Context: an optimization exercise on an open-source flow, tuned for small area and few clock cycles per item. The choices shown serve that exercise and are no tape-out recipe.
In this exercise RTL edits were held to simulation tests only and were not proved equivalent to the original.

## flow/design.v (module list and top-level ports; edited modules follow where they fit)
// module h2o_serial_accum: 1897 lines
// module h2o_fa: 4 lines
// module h2o_sel3: 3 lines
// module h2o_ha: 4 lines
module h2o_serial_accum (
  input  logic               clk,
  input  logic               rst_n,
  input  logic signed [31:0] h_data,
  input  logic               h_valid,
  input  logic               h_last,
  output logic               h_ready,
  output logic signed [31:0] y_data,
  output logic               y_valid,
  input  logic               y_ready,
  output logic               frame_err
);
  // ...
==> flow/flow/run.sh <==
#!/bin/bash
# The standard layout, with the smallest buffer on each port.
set -euo pipefail
export BUFFER_PORTS_ARGS="-buffer_cell sky130_fd_sc_hd__buf_1"
bash standard.sh > standard.log 2>&1
==> flow/standard.sh <==
#!/bin/bash
# synth_recipe.tcl (not shown) runs the flow's synth.tcl, then flattens the netlist and writes it again
# the make line also repeats each setting of config.mk as NAME=value (left out here)
make -C /OpenROAD-flow-scripts/flow DESIGN_CONFIG=/design/flow/config.mk WORK_HOME=/design/flow/orfs CLKGATE_MAP_FILE= SYNTH_SCRIPT=/design/flow/synth_recipe.tcl "${@:-finish}"
==> flow/config.mk <==
export PLATFORM = sky130hd
export DESIGN_NAME = h2o_serial_accum
export DESIGN_NICKNAME = h2o_serial_accum
export VERILOG_FILES = /design/flow/design.v
export SDC_FILE = /design/flow/constraint.sdc
export NUM_CORES = 4
export LEC_CHECK = 0
export CAP_MARGIN = 20
export CORE_MARGIN = 2
export CORE_UTILIZATION = 40
export SLEW_MARGIN = 20
export SYNTH_HIERARCHICAL = 1
export SYNTH_MINIMUM_KEEP_SIZE = 0
==> flow/constraint.sdc <==
create_clock -name core_clock -period 8.0 [get_ports {clk}]
set_input_delay 1.6000 -clock core_clock [delete_from_list [all_inputs] [get_ports {clk}]]
set_output_delay 1.6000 -clock core_clock [all_outputs]
set_load 0.01 [all_outputs]
==> impl_metrics.tcl, run 1 <==
set metrics [dict create \
    cp-start-kind "primary input" \
    place_inst 1556 \
    busiest_layer "met2" \
    grt_use_met2 0.425 \
    ys.flop_type "dfxtp_1" \
    cts_hold_buf 0 \
    num-nonclk-inverters 61 \
    cp_slowest_stage_delay_ns 0.59 \
    die_area_um2 28100 \
    seq_cell_count 41 \
    grt_use_total 0.277 \
    wl_met2_mm 17.0 \
    cap_viol_max_count 0 \
    io_pins 72 \
    clock-sinks 41 \
    buffer_area_frac 0.0904 \
    reg_top3 "r_acc: 34 flops, r_idx: 5 flops" \
    areaGrowthSynthToFinish_pct 15.4 \
    placed_area_um2 12200 \
    overflow 0 \
    cp_slowest_cell "a222oi_1" \
    synth_top_area_frac 0.349 \
    seq_area_um2 856 \
    status "timing/DRC/antenna clean" \
]
Testbench counts, summed over its fixed seeds: cycles 10,248, frames 512.
==> run 2: changes to the inputs <==
--- a/flow/config.mk
+++ b/flow/config.mk
@@ -6,8 +6,11 @@
 export NUM_CORES = 4
 export LEC_CHECK = 0
 export CAP_MARGIN = 20
+export CELL_PAD_IN_SITES_DETAIL_PLACEMENT = 1
+export CELL_PAD_IN_SITES_GLOBAL_PLACEMENT = 1
 export CORE_MARGIN = 2
 export CORE_UTILIZATION = 40
+export PLACE_DENSITY = 0.4
 export SLEW_MARGIN = 20
 export SYNTH_HIERARCHICAL = 1
 export SYNTH_MINIMUM_KEEP_SIZE = 0
==> run 2 against run 1 <==
Worst hold slack worse by 0.062 ns; highest routed layer unchanged; final area rose by 1.3%; still clean on timing, DRC and antenna; largest cell class unchanged.
==> impl_metrics.tcl, run 2 <==
set metrics [dict create \
    yosysMostFrequentCell "fa_1" \
    mostFrequentLayoutCells "187 x fa_1, 186 x a222oi_1, 124 x nand2_1" \
    drt-wirelength-per-cell_um 27.0 \
    post_cts_buffers 0 \
    die_area_um2 28100 \
    synth.area.top_cells "fa_1 35%, a222oi_1 17%, ha_1 8.2%" \
    drtPass1Iterations 17 \
    startpoint "y_ready" \
    slew_violations 0 \
    dp_slack_ns -0.295 \
    synth_top_area_frac 0.349 \
    dr_total_vias 10800 \
    dpl.hpwl_mm 32.5 \
    max_freq_ghz 0.130 \
    initial_utilization 0.409 \
    drc_errors 0 \
    vias_per_cell 6.84 \
    grt_max_degree 34 \
    crit_fanout 19 \
    seq_area_um2 856 \
    largest-register "r_acc" \
    async_flop_share 0.171 \
    path_clk_slew_ns 0.09 \
    synthTopCellsByCount "187 x fa_1, 186 x a222oi_1, 124 x nand2_1" \
    yosys_warnings 7 \
    hold_depth 2 \
    synth_seq_cells 41 \
    seq_area_frac_synth 0.0799 \
    core_area_um2 26200 \
    setup_slack_ns 0.290 \
    cts_hold_buf 0 \
    rsz0062_at_grt "yes" \
    ant_nets 0 \
    cap_viol_max_count 0 \
    synthCells 1091 \
    h-tree-depth 2 \
    cp_data_arrival_time_ns 7.96 \
    cts_tree "built" \
    grt_pass1_wl_mm 66.5 \
    end_kind "flip-flop" \
    fin_crit_ns 7.71 \
    hold_slack_ns 0.590 \
    io_buffers 71 \
    final_net_count 1529 \
    finalHoldViolCount 0 \
    synth_area_per_cell_um2 9.82 \
    synth-edff-count 0 \
    antenna_found_initial 0 \
    gp_congestion 0.922 \
    largest_reg_flops 34 \
    syn-num-nets 1385 \
    setup_viol 0 \
    r2r_cells 24 \
    numCtsBuffers 5 \
    overflow 0 \
    grt_use_total 0.305 \
    clock-sinks 41 \
    drt_iter0_drc 2290 \
    multi_input_area_um2 9600 \
    reg_top3 "r_acc: 34 flops, r_idx: 5 flops" \
    die_w_um 168 \
    synth_top_area_cell "fa_1" \
    final_common_cell "fa_1" \
    post-route-period-util 0.964 \
    synth_cell_types 65 \
    die_h_um 168 \
    placementRows 59 \
    clock_path_buffers 2 \
    cp-start-kind "primary input" \
    io_pins 72 \
    grt_pass1_vias 11300 \
    diodes 0 \
    cts-root-buf "clkbuf_16" \
    hp-class "reg2reg" \
    skew_ns 0.0135 \
    path_class "in2reg" \
    worstHoldStart "r_y_valid" \
    tightest_slew_ns 0.814 \
    totalWireLength_mm 42.4 \
    critPathRequiredTime_ns 8.25 \
    fillers 2975 \
    ys.flop_type "dfxtp_1" \
    relSlewSlack 0.454 \
    syn_area_um2 10700 \
    r2r_start "r_idx[2]" \
    areaGrowthSynthToFinish_pct 16.9 \
    drive_gt1_frac 0.117 \
    status "timing/DRC/antenna clean" \
    insertion_delay_ns 0.32 \
]
## run 2: cell types whose count changed in the layout (fill, tap and decap cells not counted), sizes merged
cell / previous run / this run
buf: 169 / 175
bufinv: 0 / 1
clkbuf: 5 / 6
inv: 63 / 61
## run 2: cells by family after synthesis
family,after synthesis,share of synthesized area
compound gates,369,0.290
xor+xnor,61,0.0498
fa+ha+maj,257,0.431
buf+inv,99,0.0358
flops,41,0.0799
mux,1,0.00105
simple gates,263,0.112
## run 2: metal layers
metal / share of wire / vias to the layer above / global-route usage
li1: - / 4626 / -
met1: 0.43 / 5455 / 0.433
met2: 0.46 / 605 / 0.482
met3: 0.089 / 66 / 0.0473
met4: 0.025 / 0 / 0.0911
met5: 0 / - / 0
## run 2: modules after synthesis, one instance, submodules excluded
module | cell area [um2] | copies in the design | flip-flops and latches
h2o_ha | 12.5 | 13 | 0
h2o_serial_accum | 4990 | 1 | 41
h2o_fa | 20.0 | 185 | 0
h2o_sel3 | 10.0 | 186 | 0
## run 2: through the flow
stage / utilization / TNS [ns] / instance area [um2] / std cells
2_1_floorplan: - / 0 / 10800 / 1091
3_3_place_gp: 0.470 / -1.59 / 12300 / 1562
3_5_place_dp: 0.470 / -2.61 / 12300 / 1562
4_1_cts: 0.477 / 0 / 12500 / 1570
5_1_grt: 0.478 / -0.00537 / 12500 / 1571
6_report: 0.478 / 0 / 12500 / 1571
## run 2: worst paths after layout
kind                               end  slack, ns
min reg2reg                  r_y_valid       0.59
max                          r_acc[28]       0.29
max reg2reg                  r_acc[28]       0.31
min in group asynchronous  r_frame_err       1.18
min                          r_y_valid       0.59
max in group asynchronous     r_idx[0]       6.53
## run 2: cell type report
cell class,instances,area share
Sequential cell,41,0.0683
Multi-Input combinational cell,951,0.766
Tap cell,335,0.0334
Timing Repair Buffer,175,0.0991
Inverter,61,0.0183
Clock buffer,6,0.0120
Clock inverter,2,0.00310
## run 2: repair_timing
action	4_1_cts	5_1_grt
resized for setup	0	5
hold endpoints to repair	0	0
setup endpoints to repair	0	11
## run 2: worst max-delay path: stages
cell and delay [ns]:
buf_1 0.07, inv_1 0.08, nand2_1 0.09, nand2_1 0.12
buf_12 0.20, a21oi_1 0.09, a21boi_2 0.19, buf_12 0.18
a222oi_1 0.47, fa_1 0.53, fa_1 0.48, fa_1 0.57
fa_1 0.43, ha_1 0.38, and4_1 0.24, nand2_1 0.11
or4_1 0.45, or2_1 0.24, o31ai_2 0.11, buf_4 0.20
o2111ai_2 0.21, a211oi_4 0.38, a21oi_2 0.18, o21bai_1 0.18
xor2_1 0.16

## what the ideal ports hide
The results above use ideal ports. As a check the final layouts listed here were re-extracted and re-timed, cells and wires unchanged. Step 1 (the two cells are an assumption about what drives the block):
set clk [get_ports {clk}]
set_driving_cell -lib_cell sky130_fd_sc_hd__clkbuf_16 $clk
set_driving_cell -lib_cell sky130_fd_sc_hd__buf_2 [delete_from_list [all_inputs] $clk]
Step 2 also shifts input and output timing later by t, the mid clock arrival at the registers, as if the neighbouring blocks saw the same clock. Three values: ideal, step 1, step 2; two values: the first two.
| run | shift t [ns] | setup slack, ns | pins driven straight from the clock port |
|---|---|---|---|
| run 1 | 0.368 | 0.287 / 0.316 / -0.053 | 1 |
| run 2 | 0.359 | 0.290 / 0.311 / -0.040 | 1 |
With both steps, setup timing fails in run 1 and run 2, where it was met with ideal ports. For run 1, which loses most, drivers alone change the setup slack by +0.029 ns; drivers and shift together by -0.340 ns.
